Background: an optimization exercise with open tools, aiming at small area. Do not read the settings as production practice.
Function was checked by simulation only, so behaviour that the tests miss may differ from the original.

## flow/design.v

```verilog
`default_nettype none
package conv_pkg;
    localparam int PIX_W    = 20;    
    localparam int FRAC_W   = 16;
    localparam int ACC_W    = 40;    
    localparam int ADDR_W   = 12;    
    localparam int NUM_TAPS = 9;     
    typedef logic signed [PIX_W-1:0] pix_t;
    function automatic logic [PIX_W-1:0] kernel_w(input logic kernel, input logic [3:0] index);
        logic [PIX_W-1:0] w;
        case ({kernel, index})
            5'h00: w = 20'h0A89E;  5'h01: w = 20'h092D5;  5'h02: w = 20'h06D43;
            5'h03: w = 20'h01004;  5'h04: w = 20'hF8F71;  5'h05: w = 20'hF6E54;
            5'h06: w = 20'hFA6D7;  5'h07: w = 20'hFC834;  5'h08: w = 20'hFAC19;
            5'h10: w = 20'hFDB55;  5'h11: w = 20'h02992;  5'h12: w = 20'hFC994;
            5'h13: w = 20'h050FD;  5'h14: w = 20'h02F20;  5'h15: w = 20'h0202D;
            5'h16: w = 20'h03BD7;  5'h17: w = 20'hFD369;  5'h18: w = 20'h05E68;
            default: w = '0;
        endcase
        kernel_w = w;
    endfunction
    function automatic logic [PIX_W-1:0] kernel_bias(input logic kernel);
        kernel_bias = kernel ? 20'hF7295 : 20'h01310;
    endfunction
    localparam logic [2:0] SEL_NONE  = 3'd0;
    localparam logic [2:0] SEL_L0_K0 = 3'd1;    
    localparam logic [2:0] SEL_L0_K1 = 3'd2;
    localparam logic [2:0] SEL_L1_K0 = 3'd3;    
    localparam logic [2:0] SEL_L1_K1 = 3'd4;
    typedef struct packed {
        pix_t       pixel;    
        logic [3:0] index;    
        logic       valid;
        logic       first;    
        logic       last;     
    } tap_t;
    typedef struct packed {
        pix_t              data;
        logic [ADDR_W-1:0] waddr;
        logic              kernel;
        logic              valid;
    } pool_t;
endpackage
`default_nettype wire
`default_nettype none
module conv_mac
#(
    parameter int          ACCW = 25,
    parameter logic [19:0] BC   = '0      
) (
    input  wire        clk,
    input  wire [19:0] x,
    input  wire        en,       
    input  wire        neg,      
    input  wire        bias,     
    input  wire        clr,      
    input  wire        sh,       
    output logic [19:0] res
);
    logic [ACCW-1:0] acc;
    logic [19:0]     xo;
    logic [ACCW-1:0] a, b, s;
    logic [ACCW:0]   c;
    logic            pos, ngx, one;
    assign pos = en & ~neg;      
    assign ngx = en &  neg;      
    assign one = ~en & neg;      
    assign xo  = (x & {20{pos}}) | (~x & {20{ngx}}) | {20{one}} | (BC & {20{bias}});
    always_comb begin
        for (int i = 0; i < ACCW; i++) begin
            a[i] = acc[i];
            b[i] = (i < 20) ? xo[i] : xo[19];
        end
        c[0] = neg;
        for (int i = 0; i < ACCW; i++) begin
            s[i]   = a[i] ^ b[i] ^ c[i];
            c[i+1] = (a[i] & b[i]) | (c[i] & (a[i] ^ b[i]));
        end
    end
    always_ff @(posedge clk) begin
        acc <= clr ? '0 : sh ? {s[ACCW-1], s[ACCW-1:1]} : s;
    end
    assign res = acc[19:0];
endmodule
`default_nettype wire
`default_nettype none
module conv_rom_a (
    input  wire [6:0] c,
    output logic [9:0] o
);
  logic new_n18, new_n19, new_n20, new_n21, new_n22, new_n23, new_n24,
    new_n25, new_n26, new_n27, new_n28, new_n29, new_n30, new_n31, new_n32,
    new_n33, new_n34, new_n35, new_n36, new_n37, new_n38, new_n39, new_n40,
    new_n41, new_n42, new_n43, new_n44, new_n45, new_n46, new_n47, new_n48,
    new_n49, new_n50, new_n51, new_n52, new_n53, new_n54, new_n55, new_n56,
    new_n57, new_n58, new_n59, new_n60, new_n61, new_n62, new_n63, new_n64,
    new_n65, new_n66, new_n67, new_n68, new_n69, new_n70, new_n71, new_n72,
    new_n73, new_n74, new_n75, new_n76, new_n77, new_n78, new_n80, new_n81,
    new_n82, new_n83, new_n84, new_n85, new_n87, new_n88, new_n89, new_n90,
    new_n91, new_n92, new_n93, new_n94, new_n95, new_n96, new_n97, new_n98,
    new_n99, new_n100, new_n101, new_n102, new_n103, new_n104, new_n105,
    new_n106, new_n107, new_n108, new_n109, new_n110, new_n111, new_n112,
    new_n114, new_n115, new_n116, new_n117, new_n118, new_n119, new_n120,
    new_n121, new_n122, new_n123, new_n124, new_n125, new_n126, new_n127,
    new_n128, new_n129, new_n131, new_n132, new_n133, new_n134, new_n135,
    new_n136, new_n137, new_n138, new_n139, new_n140, new_n141, new_n142,
    new_n144, new_n145, new_n146, new_n147, new_n148, new_n149, new_n150,
    new_n151, new_n152, new_n153, new_n154, new_n155, new_n156, new_n159,
    new_n160, new_n163;
  assign new_n18 = ~c[2] & c[1];
  assign new_n19 = c[4] & c[2];
  assign new_n20 = ~c[3] & ~c[0];
  assign new_n21 = c[3] & c[1];
  assign new_n22 = ~new_n20 & ~new_n21;
  assign new_n23 = ~new_n19 & ~new_n22;
  assign new_n24 = ~c[5] & ~new_n23;
  assign new_n25 = ~new_n18 & ~new_n24;
  assign new_n26 = c[4] & c[3];
  assign new_n27 = c[1] & c[0];
  assign new_n28 = new_n26 & ~new_n27;
  assign new_n29 = c[2] & c[0];
  assign new_n30 = ~c[2] & ~c[0];
  assign new_n31 = ~new_n29 & ~new_n30;
  assign new_n32 = new_n28 & new_n31;
  assign new_n33 = ~new_n25 & ~new_n32;
  assign new_n34 = c[3] & c[0];
  assign new_n35 = c[5] & ~c[3];
  assign new_n36 = c[4] & ~c[0];
  assign new_n37 = ~new_n35 & ~new_n36;
  assign new_n38 = ~new_n34 & new_n37;
  assign new_n39 = c[4] & c[1];
  assign new_n40 = c[5] & ~new_n39;
  assign new_n41 = ~new_n38 & new_n40;
  assign new_n42 = ~new_n33 & ~new_n41;
  assign new_n43 = ~c[6] & ~new_n42;
  assign new_n44 = ~c[5] & new_n26;
  assign new_n45 = c[5] & c[1];
  assign new_n46 = ~c[3] & new_n45;
  assign new_n47 = ~new_n44 & ~new_n46;
  assign new_n48 = new_n19 & new_n47;
  assign new_n49 = ~c[3] & ~c[1];
  assign new_n50 = ~new_n21 & ~new_n49;
  assign new_n51 = new_n36 & ~new_n50;
  assign new_n52 = ~c[4] & ~c[1];
  assign new_n53 = c[0] & new_n52;
  assign new_n54 = c[5] & ~new_n20;
  assign new_n55 = ~new_n34 & new_n54;
  assign new_n56 = ~new_n53 & ~new_n55;
  assign new_n57 = ~new_n51 & new_n56;
  assign new_n58 = new_n48 & ~new_n57;
  assign new_n59 = ~c[2] & c[0];
  assign new_n60 = ~c[4] & new_n45;
  assign new_n61 = new_n59 & new_n60;
  assign new_n62 = ~c[3] & c[1];
  assign new_n63 = c[4] & new_n62;
  assign new_n64 = ~new_n61 & ~new_n63;
  assign new_n65 = ~new_n58 & new_n64;
  assign new_n66 = c[0] & ~new_n65;
  assign new_n67 = new_n43 & ~new_n66;
  assign new_n68 = c[4] & new_n45;
  assign new_n69 = new_n35 & new_n59;
  assign new_n70 = ~new_n68 & ~new_n69;
  assign new_n71 = new_n67 & new_n70;
  assign new_n72 = ~c[5] & c[2];
  assign new_n73 = ~new_n62 & new_n72;
  assign new_n74 = ~c[2] & new_n20;
  assign new_n75 = c[5] & ~c[2];
  assign new_n76 = ~new_n74 & ~new_n75;
  assign new_n77 = ~new_n73 & new_n76;
  assign new_n78 = new_n57 & new_n77;
  assign o[9] = new_n71 & ~new_n78;
  assign new_n80 = ~c[1] & ~c[0];
  assign new_n81 = c[2] & ~new_n80;
  assign new_n82 = ~c[5] & ~c[4];
  assign new_n83 = ~c[3] & new_n82;
  assign new_n84 = ~new_n81 & new_n83;
  assign new_n85 = c[6] & ~new_n84;
  assign o[8] = ~new_n67 & ~new_n85;
  assign new_n87 = ~new_n26 & new_n27;
  assign new_n88 = c[3] & new_n82;
  assign new_n89 = ~c[4] & new_n31;
  assign new_n90 = new_n46 & new_n89;
  assign new_n91 = c[3] & ~new_n51;
  assign new_n92 = new_n48 & new_n91;
  assign new_n93 = ~new_n90 & ~new_n92;
  assign new_n94 = ~new_n88 & new_n93;
  assign new_n95 = new_n87 & ~new_n94;
  assign new_n96 = new_n18 & new_n70;
  assign new_n97 = ~new_n57 & new_n96;
  assign new_n98 = ~new_n53 & ~new_n87;
  assign new_n99 = new_n72 & ~new_n98;
  assign new_n100 = new_n52 & new_n74;
  assign new_n101 = ~new_n99 & ~new_n100;
  assign new_n102 = new_n34 & new_n68;
  assign new_n103 = ~c[6] & ~new_n102;
  assign new_n104 = c[3] & new_n27;
  assign new_n105 = ~new_n80 & ~new_n104;
  assign new_n106 = c[5] & c[2];
  assign new_n107 = ~new_n105 & new_n106;
  assign new_n108 = new_n103 & ~new_n107;
  assign new_n109 = new_n101 & new_n108;
  assign new_n110 = ~new_n97 & new_n109;
  assign new_n111 = ~new_n95 & new_n110;
  assign new_n112 = ~new_n58 & new_n111;
  assign o[7] = ~new_n85 & ~new_n112;
  assign new_n114 = new_n28 & new_n81;
  assign new_n115 = ~new_n87 & ~new_n114;
  assign new_n116 = ~c[5] & ~new_n115;
  assign new_n117 = ~c[0] & new_n19;
  assign new_n118 = new_n35 & new_n117;
  assign new_n119 = ~c[1] & new_n55;
  assign new_n120 = ~new_n118 & ~new_n119;
  assign new_n121 = ~new_n116 & new_n120;
  assign new_n122 = c[2] & ~new_n121;
  assign new_n123 = c[3] & ~new_n45;
  assign new_n124 = ~new_n59 & new_n123;
  assign new_n125 = ~c[5] & new_n49;
  assign new_n126 = ~new_n36 & new_n125;
  assign new_n127 = new_n47 & ~new_n126;
  assign new_n128 = ~new_n124 & new_n127;
  assign new_n129 = ~new_n122 & ~new_n128;
  assign o[6] = new_n111 & new_n129;
  assign new_n131 = ~new_n50 & ~new_n82;
  assign new_n132 = ~new_n21 & new_n82;
  assign new_n133 = new_n81 & ~new_n132;
  assign new_n134 = ~new_n131 & new_n133;
  assign new_n135 = ~new_n61 & ~new_n134;
  assign new_n136 = ~c[4] & c[1];
  assign new_n137 = ~c[2] & ~new_n136;
  assign new_n138 = new_n38 & new_n137;
  assign new_n139 = ~new_n53 & ~new_n68;
  assign new_n140 = ~new_n34 & ~new_n139;
  assign new_n141 = ~new_n138 & ~new_n140;
  assign new_n142 = new_n135 & new_n141;
  assign o[5] = ~c[6] & ~new_n142;
  assign new_n144 = new_n52 & new_n75;
  assign new_n145 = new_n30 & ~new_n39;
  assign new_n146 = ~new_n144 & ~new_n145;
  assign new_n147 = new_n121 & new_n146;
  assign new_n148 = new_n80 & ~new_n82;
  assign new_n149 = new_n147 & new_n148;
  assign new_n150 = ~c[1] & new_n29;
  assign new_n151 = ~new_n18 & ~new_n150;
  assign new_n152 = new_n88 & ~new_n151;
  assign new_n153 = c[4] & ~new_n59;
  assign new_n154 = new_n125 & new_n153;
  assign new_n155 = new_n103 & ~new_n154;
  assign new_n156 = ~new_n152 & new_n155;
  assign o[4] = ~new_n149 & new_n156;
  assign o[3] = new_n43 & new_n102;
  assign new_n159 = new_n84 & ~new_n100;
  assign new_n160 = ~c[6] & ~new_n159;
  assign o[1] = new_n93 & new_n160;
  assign o[2] = ~new_n147 & o[1];
  assign new_n163 = c[3] & new_n117;
  assign o[0] = new_n71 & new_n163;
endmodule
`default_nettype wire
`default_nettype none
module conv_rom_b (
    input  wire [6:0] c,
    output logic [7:0] o
);
  logic new_n16, new_n17, new_n18, new_n19, new_n20, new_n21, new_n22,
    new_n23, new_n24, new_n25, new_n26, new_n27, new_n28, new_n29, new_n30,
    new_n31, new_n32, new_n33, new_n34, new_n35, new_n36, new_n37, new_n38,
    new_n39, new_n40, new_n41, new_n42, new_n43, new_n44, new_n45, new_n47,
    new_n48, new_n49, new_n50, new_n51, new_n52, new_n53, new_n54, new_n55,
    new_n56, new_n57, new_n59, new_n60, new_n61, new_n62, new_n63, new_n64,
    new_n65, new_n67, new_n69, new_n71;
  assign new_n16 = c[5] & c[4];
  assign new_n17 = ~c[0] & new_n16;
  assign new_n18 = ~c[5] & ~c[4];
  assign new_n19 = c[2] & ~c[0];
  assign new_n20 = ~new_n18 & new_n19;
  assign new_n21 = ~new_n16 & ~new_n20;
  assign new_n22 = ~new_n17 & ~new_n21;
  assign new_n23 = ~c[3] & new_n22;
  assign new_n24 = c[1] & ~new_n23;
  assign new_n25 = ~c[2] & c[0];
  assign new_n26 = ~new_n19 & ~new_n25;
  assign new_n27 = ~c[5] & c[4];
  assign new_n28 = new_n26 & ~new_n27;
  assign new_n29 = ~new_n26 & new_n27;
  assign new_n30 = ~new_n28 & ~new_n29;
  assign new_n31 = ~c[4] & ~new_n20;
  assign new_n32 = new_n30 & ~new_n31;
  assign new_n33 = c[3] & ~new_n22;
  assign new_n34 = new_n32 & new_n33;
  assign new_n35 = new_n24 & ~new_n34;
  assign new_n36 = ~c[3] & c[0];
  assign new_n37 = ~new_n30 & new_n36;
  assign new_n38 = c[5] & new_n25;
  assign new_n39 = ~c[6] & ~c[5];
  assign new_n40 = ~c[3] & ~new_n39;
  assign new_n41 = new_n19 & ~new_n40;
  assign new_n42 = ~new_n38 & ~new_n41;
  assign new_n43 = ~c[4] & ~new_n42;
  assign new_n44 = ~c[1] & ~new_n43;
  assign new_n45 = ~new_n37 & new_n44;
  assign o[7] = ~new_n35 & ~new_n45;
  assign new_n47 = ~c[1] & new_n32;
  assign new_n48 = ~c[3] & ~new_n47;
  assign new_n49 = ~new_n20 & new_n30;
  assign new_n50 = ~c[1] & ~new_n16;
  assign new_n51 = ~new_n49 & new_n50;
  assign new_n52 = ~c[5] & c[0];
  assign new_n53 = ~new_n16 & ~new_n52;
  assign new_n54 = c[1] & ~new_n53;
  assign new_n55 = new_n30 & new_n54;
  assign new_n56 = c[3] & ~new_n55;
  assign new_n57 = ~new_n51 & new_n56;
  assign o[6] = ~new_n48 & ~new_n57;
  assign new_n59 = c[6] & ~c[3];
  assign new_n60 = new_n18 & new_n59;
  assign new_n61 = ~c[2] & new_n60;
  assign new_n62 = c[1] & ~c[0];
  assign new_n63 = new_n61 & new_n62;
  assign new_n64 = new_n22 & new_n26;
  assign new_n65 = new_n24 & new_n64;
  assign o[1] = ~new_n63 & ~new_n65;
  assign new_n67 = ~c[1] & new_n60;
  assign o[3] = ~new_n26 & new_n67;
  assign new_n69 = new_n61 & ~new_n62;
  assign o[4] = ~o[3] & new_n69;
  assign new_n71 = ~c[2] & new_n67;
  assign o[2] = ~new_n65 & ~new_n71;
  assign o[0] = new_n19 & new_n67;
  assign o[5] = ~o[1];
endmodule
`default_nettype wire
`default_nettype none
module conv_top
#(
    parameter int IMG_BITS = 6    
) (
    input  wire               clk,
    input  wire               rst,
    input  wire               ready,
    input  wire [19:0]        idata,
    input  wire [19:0]        cdata_rd,
    output logic              busy,
    output logic              cwr,
    output logic              crd,
    output logic [11:0]       iaddr,
    output logic [11:0]       caddr_wr,
    output logic [11:0]       caddr_rd,
    output logic [19:0]       cdata_wr,
    output logic [2:0]        csel
);
    logic [7-1:0]     cyc;        
    logic [11:0]     pix;        
    logic            flag;       
    logic rm, rp, cm, cp, ng0, nz0, bs0, ng1, nz1, bs1;
    logic sh0, sh1, wr, rd, pw, kb, pb, lc;
    logic [10-1:0] rom_a, ctl;
    logic [8-1:0] rom_b;
    logic [7-1:0] cyc_nx;
    conv_rom_a u_rom_a (.c (cyc_nx), .o (rom_a));
    conv_rom_b u_rom_b (.c (cyc), .o (rom_b));
    assign {rm, rp, cm, cp, ng0, nz0, bs0, ng1, nz1, bs1} = ctl;
    assign {sh0, sh1, wr, rd, pw, kb, pb, lc} = rom_b;
    logic [12:0]     pc;         
    logic [11:0]     pix_inc;
    logic [7:0]   cc;         
    logic [7-1:0] cyc_inc;
    always_comb begin
        pc[0] = lc;
        for (int i = 0; i < 12; i++) begin
            pix_inc[i] = pix[i] ^ pc[i];
            pc[i+1]    = pix[i] & pc[i];
        end
        cc[0] = 1'b1;
        for (int i = 0; i < 7; i++) begin
            cyc_inc[i] = cyc[i] ^ cc[i];
            cc[i+1]    = cyc[i] & cc[i];
        end
    end
    always_ff @(posedge clk or posedge rst) begin
        if (rst)
            busy <= 1'b0;
        else if (busy)
            busy <= !(lc && pc[12]);
        else
            busy <= ready;
    end
    assign cyc_nx = (busy && !lc) ? cyc_inc : '0;
    always_ff @(posedge clk) begin
        cyc <= cyc_nx;
        ctl <= rom_a;
        pix <= busy ? pix_inc : 12'd0;
    end
    logic [5:0] row, col, nrow, ncol;
    logic [6:0] rt, ct;
    logic       pad;
    assign row = {pix[11:7], pix[1]};
    assign col = {pix[6:2],  pix[0]};
    always_comb begin
        rt[0] = rm | rp;
        ct[0] = cm | cp;
        for (int i = 0; i < 6; i++) begin
            nrow[i]  = row[i] ^ rt[i];
            ncol[i]  = col[i] ^ ct[i];
            rt[i+1]  = rt[i] & (row[i] ^ rm);
            ct[i+1]  = ct[i] & (col[i] ^ cm);
        end
    end
    assign pad   = rt[6] | ct[6];    
    assign iaddr = {nrow, ncol};
    logic        en0, en1;
    logic [19:0] res0, res1;
    assign en0 = nz0 & ~pad;
    assign en1 = nz1 & ~pad;
    logic clr;
    assign clr = lc | ~busy;    
    conv_mac #(.ACCW(24), .BC(20'h02621)) u_mac0 (
        .clk (clk), .x (idata), .en (en0), .neg (ng0), .bias (bs0),
        .clr (clr), .sh (sh0), .res (res0)
    );
    conv_mac #(.ACCW(23), .BC(20'hEE52B)) u_mac1 (
        .clk (clk), .x (idata), .en (en1), .neg (ng1), .bias (bs1),
        .clr (clr), .sh (sh1), .res (res1)
    );
    logic [18:0] val;
    logic [19:0] gc;             
    logic        k0, k1;
    assign k0  = ~kb & ~res0[19];                    
    assign k1  =  kb & ~res1[19];
    assign val = (res0[18:0] & {19{k0}}) | (res1[18:0] & {19{k1}});
    always_comb begin
        gc[0] = 1'b0;
        for (int i = 0; i < 19; i++)
            gc[i+1] = (val[i] & ~cdata_rd[i]) | (gc[i] & (val[i] | ~cdata_rd[i]));
    end
    always_ff @(posedge clk) begin
        if (rd)
            flag <= gc[19] || (pix[1:0] == 2'd0);    
    end
    assign cwr      = busy && (wr || (pw && flag));
    assign crd      = busy && rd;
    assign csel     = {pb & kb, pb ^ kb, ~kb};
    assign caddr_rd = {2'b00, pix[11:7], pix[6:2]};
    assign caddr_wr = pb ? caddr_rd : {pix[11:7], pix[1], pix[6:2], pix[0]};
    assign cdata_wr = {1'b0, val};
endmodule
`default_nettype wire
```

## flow/flow/run.sh

```bash
#!/bin/bash
set -euo pipefail
rm -rf scripts_area
cp -r "$FLOW_HOME/scripts" scripts_area
cp flow/abc_area.script scripts_area/abc_area.script
export BUFFER_PORTS_ARGS="-buffer_cell sky130_fd_sc_hd__buf_1"
bash standard.sh ABC_AREA=1 SCRIPTS_DIR="$PWD/scripts_area" > standard.log 2>&1
```

## flow/flow/abc_area.script

```
strash
&get -n
&deepsyn -T 60
&put
dch -f
amap
topo
```

## flow/standard.sh

```bash
#!/bin/bash
# synth_recipe.tcl (not shown) runs the flow's synth.tcl, then flattens the netlist and writes it again
# the make line also repeats each setting of config.mk as NAME=value (left out here)
make -C /OpenROAD-flow-scripts/flow DESIGN_CONFIG=/design/flow/config.mk WORK_HOME=/design/flow/orfs CLKGATE_MAP_FILE= SYNTH_SCRIPT=/design/flow/synth_recipe.tcl "${@:-finish}"
```

## flow/config.mk

```make
export PLATFORM = sky130hd
export DESIGN_NAME = conv_top
export DESIGN_NICKNAME = conv_top
export VERILOG_FILES = /design/flow/design.v
export SDC_FILE = /design/flow/constraint.sdc
export NUM_CORES = 4
export LEC_CHECK = 0
export ABC_AREA = 1
export CAP_MARGIN = 20
export CORE_MARGIN = 2
export CORE_UTILIZATION = 55
export CTS_CLUSTER_DIAMETER = 50
export CTS_CLUSTER_SIZE = 10
export SLEW_MARGIN = 20
```

## flow/constraint.sdc

```tcl
create_clock -name core_clock -period 12.5 [get_ports {clk}]
set_input_delay 2.5000 -clock core_clock [delete_from_list [all_inputs] [get_ports {clk}]]
set_output_delay 2.5000 -clock core_clock [all_outputs]
set_load 0.01 [all_outputs]
```

==> qor.yml <==
status: "no timing/DRC/antenna violations"
pin_count: 105
die_h_um: 104
slowest_stage: "fa_1"
ys_ff_latch: 78
wl_per_cell_um: 16.4
die_w_um: 104
wl_met3_um: 1020
met2_length_um: 7790
cp-end-kind: "flip-flop"
grt_pass1_vias: 5259
port-buffer-count: 100
rsz0062_at_grt: "no"
syn_to_final_growth_pct: 15.4
hold_ws_ps: 524
via_per_inst: 5.82
cts_htree_levels: 3
utilization: 0.653
criticalPathCategory: "in2reg"
grt_max_degree: 24
max_freq_mhz: 82.5
start_util: 0.566
numCtsBuffers: 9
timing.rr.start: "pix[2]"
gp_congestion: 0.904
finalClockSkew_ps: 14.5
clock-root-buffer: "clkbuf_8"
regToRegSetupSlack_ps: 790
antenna_left: 0
cp-startpoint: "idata[0]"
cts_hold_buf: 0
coreArea_um2: 9730
ys_warn_count: 3
worst-endpoint-required_ps: 12720
grt_usage: 0.286
dieArea_um2: 10800
slew_violations: 0
antenna_found_initial: 0
dr.first_iter.drc_count: 324
min_path_type: "reg2reg"
hpwlAfterDp_um: 11500
drt-total-wl_um: 15200
clock_path_buffers: 2
syn_area_per_cell_um2: 8.15
regToRegEndpoint: "u_mac1.acc[21]"
layout_min_cycle_time_ps: 12120
clk_pin_slew_ps: 80
hp-start: "busy"
cp-start-kind: "input pin"
cts_tree: "yes"
critPathMaxFanout: 3
ys_types: 39
reg2reg_depth: 39
insertion_delay_ps: 360
remaining_drc_errors: 0
met1_length_um: 5940
fin_crit_sh: 0.969
drive_above_1_share: 0.0655
highest_layer: "met4"
clock-sinks: 78
drv_cap: 0
crit_top_cell: "fa_1"
max_slew_margin: 0.379
synthesis.area_um2: 5510
hold_viol_final: 0
grt_overflow: 0
worst_pin_slew_ps: 929
vias: 5393
placementRows: 36
slowest_delay_ps: 470
first_pass_iters: 7
ys_seq_area_frac: 0.286
syn_inst: 676
antenna_cells: 0
arrival_ps: 12340
grt_pass1_wl_um: 25000
nets: 904
cp-endpoint: "u_mac1.acc[21]"
setup_violations: 0
-- cell usage in the layout, fill, tap and decap left out, types with 17 or more instances in the layout --
cell type and count:
nor2_1 77, a21oi_1 20, clkinv_1 139, fa_1 28, dfxtp_1 76, o22a_1 17, o22ai_1 106, fa_2 17
buf_1 99, ha_1 27, nand2_1 35, o21ai_0 27
-- stage by stage --
| step | instance area [um2] | setup WS [ps] | std cells | TNS, ps |
|---|---|---|---|---|
| 3_5_place_dp | 6060 | -578 | 911 | -2340 |
| 4_1_cts | 6310 | 26.4 | 927 | 0 |
| 2_1_floorplan | 5520 | 49.1 | 678 | 0 |
| 5_1_grt | 6360 | 17.2 | 927 | 0 |
| 6_report | 6360 | 382 | 927 | 0 |
| 3_3_place_gp | 6050 | -470 | 910 | -1500 |
-- worst min-delay path by stage --
stage                        end  slack [ps]  depth (start not counted)
final                       busy         520                          1
after global routing        busy         570                          1
after CTS                   busy         530                          1
after detailed placement    busy         510                          1
after global placement      busy         500                          1
after floorplan           cyc[6]         500                          1
-- repair_timing --
action                     CTS  global route
buffers inserted             0             0
setup endpoints to repair    4             5
resized for setup            9            17
gates cloned                 0             0
pin swaps                    0             3
-- cells in the mapped netlist --
master       n  area share
or3_1        4      0.0045
dfrtp_1      1      0.0045
o2111ai_1    1      0.0016
o221ai_1     3      0.0048
o211ai_1     2      0.0027
a2111oi_0    1      0.0016
a22oi_1      3      0.0041
o22a_1      17       0.027
o21a_1       5      0.0068
nand3b_1     1      0.0014
o221a_1      2      0.0041
fa_1        45        0.16
o22ai_1    106        0.12
o32ai_1      2      0.0032
o21bai_1     1      0.0014
and3_1       1      0.0011
o21ai_0     28       0.025
nand3_1      4      0.0036
a211oi_1     2      0.0027
ha_1        27       0.061
nor2b_1     16       0.018
nor2_1      78       0.053
nor3_1      12       0.011
a221oi_1     3      0.0048
nand4_1      3      0.0034
or2_0        6      0.0068
clkinv_1   139       0.095
nand2_1     35       0.024
buf_4       13       0.018
o311ai_0     1      0.0016
conb_1       1     0.00068
a31oi_1      9       0.010
edfxtp_1     1      0.0055
a21oi_1     23       0.021
a21boi_0     1      0.0014
nor4_1       1      0.0011
a222oi_1     1      0.0018
dfxtp_1     76        0.28
a21o_1       1      0.0014
-- critical path: cells and delay by family --
kind | cells | cell delay, ps
compound gates | 4 | 600
fa+ha+maj | 22 | 8810
buf+inv | 4 | 350
simple gates | 1 | 70
-- cell families after synthesis --
| kind of cell | Yosys count | synth area share |
|---|---|---|
| adders and majority gates | 72 | 0.225 |
| and+or+nand+nor | 161 | 0.128 |
| AOI/OAI and AO/OA | 212 | 0.248 |
| buffers and inverters | 152 | 0.112 |
| DFF | 78 | 0.286 |
| other | 1 | 0.000681 |
-- state kept, by name, indices dropped and copies added (netlist names) --
| register | flops |
|---|---|
| u_mac0.acc | 24 |
| u_mac1.acc | 23 |
| cyc | 7 |
| flag | 1 |
| ctl | 10 |
| busy | 1 |
| pix | 12 |
-- per-layer routing --
layer | GRT usage | up-vias
li1 | - | 2582
met1 | 0.335 | 2536
met2 | 0.515 | 232
met3 | 0.0533 | 43
met4 | 0.112 | 0
met5 | 0 | -
-- area by class of cell --
class / count / area [um2]
flip-flops and latches: 78 / 1580
fillers: 872 / 3370
multi-input cells: 448 / 3390
clock inverters: 6 / 83.8
well taps: 133 / 166
inverters: 139 / 522
clock buffers: 10 / 138
repair buffers: 113 / 478

## what the ideal ports hide
The flow's constraints put no driver on any port. The routed layout listed below was extracted and timed again, unchanged, in two steps. Step 1: set_driving_cell puts a clkbuf_16 on clk and a buf_2 on each other input, an assumption about the parent block. Step 2 also shifts input and output timing later by t, the mid clock arrival at the registers, as if the neighbouring blocks saw the same clock. a / b / c = no drivers / after step 1 / after step 2; a / b = the first two.
shift t [ns]: 0.386
setup WS [ns]: 0.382 / 0.386 / 0.000
worst setup path at the end: input to register
cell pins on the clock port's net: 1
For this run, drivers alone change the setup slack by +0.004 ns; drivers and shift together by -0.382 ns.
